This is an optimization exercise on Yosys and OpenROAD, whose aim is small area and a short achievable clock period, not a production implementation.
Where RTL was checked, it was by simulation tests only, not by an equivalence proof against the original.
Power is estimated from default activity; no workload was simulated.

Setup of oak:
// rx_payload_q
module rx_payload_q (
     input  logic                           clk
    ,input  logic                           reset
    ,input  logic                           enq_req_val
    ,input  logic [rx_q_cfg_pkg::FLOW_ID_W-1:0] enq_req_flowid
    ,input  logic [rx_q_cfg_pkg::ENTRY_W-1:0]   enq_req_data
    ,output logic                           enq_req_rdy
    ,input  logic                           rd_req_val
    ,input  logic [rx_q_cfg_pkg::FLOW_ID_W-1:0] rd_req_flowid
    ,output logic                           rd_req_rdy
    ,output logic                           rd_resp_val
    ,output logic                           rd_resp_is_empty
    ,output logic [rx_q_cfg_pkg::ENTRY_W-1:0]   rd_resp_entry
    ,input  logic                           rd_resp_rdy
);
Size: ~3800 cells after synthesis, ~77 I/O pins.
==> flow/config.mk <==
export PLATFORM = sky130hd
export DESIGN_NAME = rx_payload_q
export DESIGN_NICKNAME = rx_payload_q
export VERILOG_FILES = /design/flow/design.v
export SDC_FILE = /design/flow/constraint.sdc
export NUM_CORES = 4
export LEC_CHECK = 0
export ABC_AREA = 1
export CAP_MARGIN = 20
export CORE_MARGIN = 2
export CORE_UTILIZATION = 65
export SETUP_SLACK_MARGIN = 2.4
export SLEW_MARGIN = 20
==> flow/constraint.sdc <==
create_clock -name core_clock -period 5.0 [get_ports {clk}]
set_input_delay 1.0000 -clock core_clock [delete_from_list [all_inputs] [get_ports {clk}]]
set_output_delay 1.0000 -clock core_clock [all_outputs]
set_load 0.01 [all_outputs]
run.sh (not shown) runs the stock make flow with config.mk's settings and CLKGATE_MAP_FILE= SYNTH_SCRIPT=/design/flow/synth_recipe.tcl, a recipe that flattens the netlist after the stock synthesis.
oak was carried through to the last stage, and its layout satisfied the timing, design-rule and antenna checks.
> inputs changed (oak -> pine)
- a change of CORE_UTILIZATION from 65 to 40
- a deleted ABC_AREA that had been 1
Findings:
Relative to oak, weighted congestion reported at the end of routability-driven placement decreased by about 5% in pine.
When the final numbers for oak and pine were put side by side, the switching power summed over all nets turned out to be smaller in oak.
Diff oak -> pine: via count saw a decrease, cell count saw a decrease, total global routing track utilization saw a decrease, number of CTS-inserted buffers saw an increase.
From oak to pine the numbers moved as follows: portion of netlist area occupied by mux cells went up, multi-input logic cell count went down.
Function was not checked in any run of this note: the RTL went through the layout flow alone.

## lane 1
Another version of the RTL of rx_payload_q (not shown whole).
For scale: roughly 77 I/O pins, about 39,000 um2 of cells after synthesis.
Settings: LEC_CHECK=0, CAP_MARGIN=20, CORE_MARGIN=2, CORE_UTILIZATION=70, CTS_BUF_LIST=sky130_fd_sc_hd__clkbuf_16, CTS_CLUSTER_DIAMETER=100, CTS_CLUSTER_SIZE=30, SETUP_SLACK_MARGIN=2.4, SLEW_MARGIN=20; clock period 5.0 ns.
standard.sh (not shown) runs the stock make flow with config.mk's settings and CLKGATE_MAP_FILE= SYNTH_SCRIPT=/design/flow/synth_recipe.tcl, a recipe that flattens the netlist after the stock synthesis.
==> flow/flow/run.sh <==
#!/bin/bash
# The standard layout (standard.sh) with these changes to how it is made:
#  - synthesis maps logic with flow/abc_map.script, an area-recovering ABC
#    script, in place of ORFS's abc_speed.script, and keeps ABC off the cells
#    listed in flow/abc_dont_use.txt (the mux cells and the AND-OR/OR-AND
#    cells with a buffered output, which are slow on the port-to-port
#    enq_req_rdy path). Everything else in
#    the synthesis (synth_recipe.tcl, dfflibmap, flatten, renames) is
#    unchanged, so the registers are the standard synthesis's.
#  - port buffers use a plain buffer cell instead of the delay buffer that
#    buffer_ports picks on its own.
#  - flow/io.tcl (IO_CONSTRAINTS) keeps the control ports side by side, so the
#    port-to-port paths do not cross the die.
# Each make run's full output goes to a log file in the work folder; ORFS's
# per-step logs stay under orfs/logs.
set -euo pipefail
work=$(pwd)
rm -rf "$work/orfs_scripts"
cp -r "$FLOW_HOME/scripts" "$work/orfs_scripts"
cp "$work/flow/abc_map.script" "$work/orfs_scripts/abc_speed.script"
python3 "$work/flow/patch_preamble.py" "$work/orfs_scripts/synth_preamble.tcl"
export ABC_EXTRA_DONT_USE="$(tr '\n' ' ' < "$work/flow/abc_dont_use.txt")"
export BUFFER_PORTS_ARGS="-buffer_cell sky130_fd_sc_hd__buf_2"
export IO_CONSTRAINTS="$(pwd)/flow/io.tcl"
bash standard.sh SCRIPTS_DIR="$work/orfs_scripts" synth > flow_synth.log 2>&1
bash standard.sh SCRIPTS_DIR="$work/orfs_scripts" finish > flow_make.log 2>&1
==> flow/flow/abc_dont_use.txt <==
sky130_fd_sc_hd__mux4_1
sky130_fd_sc_hd__mux4_2
sky130_fd_sc_hd__mux4_4
sky130_fd_sc_hd__mux2_1
sky130_fd_sc_hd__mux2_2
sky130_fd_sc_hd__mux2_4
sky130_fd_sc_hd__mux2_8
sky130_fd_sc_hd__mux2i_1
sky130_fd_sc_hd__mux2i_2
sky130_fd_sc_hd__mux2i_4
sky130_fd_sc_hd__a2111o_1
sky130_fd_sc_hd__a2111o_2
sky130_fd_sc_hd__a2111o_4
sky130_fd_sc_hd__a211o_1
sky130_fd_sc_hd__a211o_2
sky130_fd_sc_hd__a211o_4
sky130_fd_sc_hd__a21bo_1
sky130_fd_sc_hd__a21bo_2
sky130_fd_sc_hd__a21bo_4
sky130_fd_sc_hd__a21o_1
sky130_fd_sc_hd__a21o_2
sky130_fd_sc_hd__a21o_4
sky130_fd_sc_hd__a221o_1
sky130_fd_sc_hd__a221o_2
sky130_fd_sc_hd__a221o_4
sky130_fd_sc_hd__a22o_1
sky130_fd_sc_hd__a22o_2
sky130_fd_sc_hd__a22o_4
sky130_fd_sc_hd__a2bb2o_1
sky130_fd_sc_hd__a2bb2o_2
sky130_fd_sc_hd__a2bb2o_4
sky130_fd_sc_hd__a311o_1
sky130_fd_sc_hd__a311o_2
sky130_fd_sc_hd__a311o_4
sky130_fd_sc_hd__a31o_1
sky130_fd_sc_hd__a31o_2
sky130_fd_sc_hd__a31o_4
sky130_fd_sc_hd__a32o_1
sky130_fd_sc_hd__a32o_2
sky130_fd_sc_hd__a32o_4
sky130_fd_sc_hd__a41o_1
sky130_fd_sc_hd__a41o_2
sky130_fd_sc_hd__a41o_4
sky130_fd_sc_hd__o2111a_1
sky130_fd_sc_hd__o2111a_2
sky130_fd_sc_hd__o2111a_4
sky130_fd_sc_hd__o211a_1
sky130_fd_sc_hd__o211a_2
sky130_fd_sc_hd__o211a_4
sky130_fd_sc_hd__o21a_1
sky130_fd_sc_hd__o21a_2
sky130_fd_sc_hd__o21a_4
sky130_fd_sc_hd__o21ba_1
sky130_fd_sc_hd__o21ba_2
sky130_fd_sc_hd__o21ba_4
sky130_fd_sc_hd__o221a_1
sky130_fd_sc_hd__o221a_2
sky130_fd_sc_hd__o221a_4
sky130_fd_sc_hd__o22a_1
sky130_fd_sc_hd__o22a_2
sky130_fd_sc_hd__o22a_4
sky130_fd_sc_hd__o2bb2a_1
sky130_fd_sc_hd__o2bb2a_2
sky130_fd_sc_hd__o2bb2a_4
sky130_fd_sc_hd__o311a_1
sky130_fd_sc_hd__o311a_2
sky130_fd_sc_hd__o311a_4
sky130_fd_sc_hd__o31a_1
sky130_fd_sc_hd__o31a_2
sky130_fd_sc_hd__o31a_4
sky130_fd_sc_hd__o32a_1
sky130_fd_sc_hd__o32a_2
sky130_fd_sc_hd__o32a_4
sky130_fd_sc_hd__o41a_1
sky130_fd_sc_hd__o41a_2
sky130_fd_sc_hd__o41a_4
Other scripts of this flow, unchanged in this note and not shown: flow/flow/abc_map.script, flow/flow/io.tcl, flow/flow/patch_preamble.py
Lane 1 | status: complete | timing, DRC, antenna: pass
> inputs changed (lane 1 -> lane 2)
Settings: SETUP_SLACK_MARGIN: 2.4 -> 2.6; CORE_UTILIZATION: 70 -> 88.
==> summary.txt <==
Lane 2: it failed during clock tree synthesis (4_1_cts), and the tool reported DPL-0033.
| number of placement rows | lane 2 vs lane 1 | 9 lower |
Lane 2 — starting utilization of the core area 18 points higher, lane 1 as reference
Half-perimeter wire length of the detailed placement result (lane 2 vs. lane 1) increases by more than 10%
When lane 2 is measured against lane 1, its number of post-CTS setup repair buffers turns out 10 higher.
[inputs] lane 3 vs lane 2
Settings: CORE_UTILIZATION: 88 -> 60.
--- a/flow/flow/run.sh
+++ b/flow/flow/run.sh
@@ -3,13 +3,10 @@
 #  - synthesis maps logic with flow/abc_map.script, an area-recovering ABC
 #    script, in place of ORFS's abc_speed.script, and keeps ABC off the cells
-#    listed in flow/abc_dont_use.txt (the mux cells and the AND-OR/OR-AND
-#    cells with a buffered output, which are slow on the port-to-port
-#    enq_req_rdy path). Everything else in
+#    listed in flow/abc_dont_use.txt (the mux cells, whose select-to-output
+#    delay is slow on the port-to-port enq_req_rdy path). Everything else in
 #    the synthesis (synth_recipe.tcl, dfflibmap, flatten, renames) is
 #    unchanged, so the registers are the standard synthesis's.
 #  - port buffers use a plain buffer cell instead of the delay buffer that
 #    buffer_ports picks on its own.
-#  - flow/io.tcl (IO_CONSTRAINTS) keeps the control ports side by side, so the
-#    port-to-port paths do not cross the die.
 # Each make run's full output goes to a log file in the work folder; ORFS's
 # per-step logs stay under orfs/logs.
@@ -23,4 +20,5 @@
 export BUFFER_PORTS_ARGS="-buffer_cell sky130_fd_sc_hd__buf_2"
 export IO_CONSTRAINTS="$(pwd)/flow/io.tcl"
+export PRE_IO_PLACEMENT_TCL="$(pwd)/flow/io.tcl"
 bash standard.sh SCRIPTS_DIR="$work/orfs_scripts" synth > flow_synth.log 2>&1
 bash standard.sh SCRIPTS_DIR="$work/orfs_scripts" finish > flow_make.log 2>&1
==> flow/flow/abc_dont_use.txt <==
sky130_fd_sc_hd__mux4_1
sky130_fd_sc_hd__mux4_2
sky130_fd_sc_hd__mux4_4
sky130_fd_sc_hd__mux2_1
sky130_fd_sc_hd__mux2_2
sky130_fd_sc_hd__mux2_4
sky130_fd_sc_hd__mux2_8
## What came out
In the summary table, lane 3 is marked failed, with error PPL-0104 raised in I/O pin placement (3_2_place_iop). Delta(unique cell type count in the Yosys netlist, lane 3 - lane 2) > 0. Comparing lane 3 with lane 2, the multiplexer share of the synthesized area came out essentially unchanged. The synthesized instance count in lane 3 was lower than what lane 2 gave. Synthesized-area fraction occupied by and/or/nand/nor cells (lower): lane 3. For area after synthesis, lane 2 and lane 3 come out practically identical.
What lane 4 does differently from lane 3 at the input level:
--- a/flow/flow/run.sh
+++ b/flow/flow/run.sh
@@ -3,10 +3,13 @@
 #  - synthesis maps logic with flow/abc_map.script, an area-recovering ABC
 #    script, in place of ORFS's abc_speed.script, and keeps ABC off the cells
-#    listed in flow/abc_dont_use.txt (the mux cells, whose select-to-output
-#    delay is slow on the port-to-port enq_req_rdy path). Everything else in
+#    listed in flow/abc_dont_use.txt (the mux cells and the AND-OR/OR-AND
+#    cells with a buffered output, which are slow on the port-to-port
+#    enq_req_rdy path). Everything else in
 #    the synthesis (synth_recipe.tcl, dfflibmap, flatten, renames) is
 #    unchanged, so the registers are the standard synthesis's.
 #  - port buffers use a plain buffer cell instead of the delay buffer that
 #    buffer_ports picks on its own.
+#  - flow/io.tcl (IO_CONSTRAINTS) keeps the control ports side by side, so the
+#    port-to-port paths do not cross the die.
 # Each make run's full output goes to a log file in the work folder; ORFS's
 # per-step logs stay under orfs/logs.
@@ -20,5 +23,4 @@
 export BUFFER_PORTS_ARGS="-buffer_cell sky130_fd_sc_hd__buf_2"
 export IO_CONSTRAINTS="$(pwd)/flow/io.tcl"
-export PRE_IO_PLACEMENT_TCL="$(pwd)/flow/io.tcl"
 bash standard.sh SCRIPTS_DIR="$work/orfs_scripts" synth > flow_synth.log 2>&1
 bash standard.sh SCRIPTS_DIR="$work/orfs_scripts" finish > flow_make.log 2>&1
--- a/flow/flow/abc_dont_use.txt
+++ b/flow/flow/abc_dont_use.txt
@@ -6,2 +6,71 @@
 sky130_fd_sc_hd__mux2_4
 sky130_fd_sc_hd__mux2_8
+sky130_fd_sc_hd__mux2i_1
+sky130_fd_sc_hd__mux2i_2
+sky130_fd_sc_hd__mux2i_4
+sky130_fd_sc_hd__a2111o_1
+sky130_fd_sc_hd__a2111o_2
+sky130_fd_sc_hd__a2111o_4
+sky130_fd_sc_hd__a211o_1
+sky130_fd_sc_hd__a211o_2
+sky130_fd_sc_hd__a211o_4
+sky130_fd_sc_hd__a21bo_1
+sky130_fd_sc_hd__a21bo_2
+sky130_fd_sc_hd__a21bo_4
+sky130_fd_sc_hd__a21o_1
+sky130_fd_sc_hd__a21o_2
+sky130_fd_sc_hd__a21o_4
+sky130_fd_sc_hd__a221o_1
+sky130_fd_sc_hd__a221o_2
+sky130_fd_sc_hd__a221o_4
+sky130_fd_sc_hd__a22o_1
+sky130_fd_sc_hd__a22o_2
+sky130_fd_sc_hd__a22o_4
+sky130_fd_sc_hd__a2bb2o_1
+sky130_fd_sc_hd__a2bb2o_2
+sky130_fd_sc_hd__a2bb2o_4
+sky130_fd_sc_hd__a311o_1
+sky130_fd_sc_hd__a311o_2
+sky130_fd_sc_hd__a311o_4
+sky130_fd_sc_hd__a31o_1
+sky130_fd_sc_hd__a31o_2
+sky130_fd_sc_hd__a31o_4
+sky130_fd_sc_hd__a32o_1
+sky130_fd_sc_hd__a32o_2
+sky130_fd_sc_hd__a32o_4
+sky130_fd_sc_hd__a41o_1
+sky130_fd_sc_hd__a41o_2
+sky130_fd_sc_hd__a41o_4
+sky130_fd_sc_hd__o2111a_1
+sky130_fd_sc_hd__o2111a_2
+sky130_fd_sc_hd__o2111a_4
+sky130_fd_sc_hd__o211a_1
+sky130_fd_sc_hd__o211a_2
+sky130_fd_sc_hd__o211a_4
+sky130_fd_sc_hd__o21a_1
+sky130_fd_sc_hd__o21a_2
+sky130_fd_sc_hd__o21a_4
+sky130_fd_sc_hd__o21ba_1
+sky130_fd_sc_hd__o21ba_2
+sky130_fd_sc_hd__o21ba_4
+sky130_fd_sc_hd__o221a_1
+sky130_fd_sc_hd__o221a_2
+sky130_fd_sc_hd__o221a_4
+sky130_fd_sc_hd__o22a_1
+sky130_fd_sc_hd__o22a_2
+sky130_fd_sc_hd__o22a_4
+sky130_fd_sc_hd__o2bb2a_1
+sky130_fd_sc_hd__o2bb2a_2
+sky130_fd_sc_hd__o2bb2a_4
+sky130_fd_sc_hd__o311a_1
+sky130_fd_sc_hd__o311a_2
+sky130_fd_sc_hd__o311a_4
+sky130_fd_sc_hd__o31a_1
+sky130_fd_sc_hd__o31a_2
+sky130_fd_sc_hd__o31a_4
+sky130_fd_sc_hd__o32a_1
+sky130_fd_sc_hd__o32a_2
+sky130_fd_sc_hd__o32a_4
+sky130_fd_sc_hd__o41a_1
+sky130_fd_sc_hd__o41a_2
+sky130_fd_sc_hd__o41a_4
==> summary.txt <==
- For initial core utilization, lane 3 and lane 4 come out practically identical.
- Lane 4 was carried through to the last stage, and its layout satisfied the timing, design-rule and antenna checks.
- Going from lane 3 to lane 4, area fraction in compound gates after synthesis has remained practically unchanged; cell count after synthesis increased by 9 relative to the old numbers; post-synthesis cell area shows no meaningful change.
## Diff of input files: lane 5 against lane 4
Settings: CORE_UTILIZATION now 80, was 60; SETUP_SLACK_MARGIN now 2.7, was 2.6.
[summary]
Between lane 5 and lane 4, it is lane 5 whose via count of the first global-routing pass is higher, by 287.
Against lane 4 as the reference, lane 5 delivers a lower total met2 wirelength after detailed routing.
Higher overall power was reported by lane 4, not lane 5.
Lane 4 -> lane 5: number of sequential storage elements flat
Of lane 4 and lane 5, the higher count of clock-net buffers in the final layout belongs to lane 5.
Re worst setup slack: lane 4 was lower than lane 5.

-- what the ideal ports hide --
The flow's constraints put no driver on any port. The routed layouts listed below were extracted and timed again, unchanged, in two steps. Step 1, drivers: a clkbuf_16 drives clk and a buf_2 each remaining input, both assumed. Step 2, shift: input delay + t, output delay - t, t = (earliest + latest rising clock arrival at the registers) / 2. This alone moves slack from input paths to output paths. Slacks: ideal ports / drivers / drivers and shift; pairs: ideal ports / drivers.
run | shift t [ns] | setup WS [ns] | worst setup path at the end | clock arrival spread, ns | worst register clock-pin slew, ns
oak | 0.730 | 2.406 / 2.358 / 1.756 | input to register | 0.026 / 0.025 | 0.06 / 0.06
pine | 0.740 | 2.224 / 2.212 / 1.767 | input to register | 0.044 / 0.044 | 0.06 / 0.06
lane 1 | 0.686 | 2.406 / 2.380 / 1.904 | input to register | 0.028 / 0.028 | 0.12 / 0.12
lane 4 | 0.691 | 2.466 / 2.404 / 2.001 | input to register | 0.028 / 0.028 | 0.12 / 0.12
lane 5 | 0.676 | 2.496 / 2.437 / 2.138 | input to register | 0.035 / 0.035 | 0.12 / 0.12
After both steps setup and hold are still met in every run listed. For oak, which loses most, drivers alone change the setup slack by -0.048 ns; drivers and shift together by -0.650 ns.
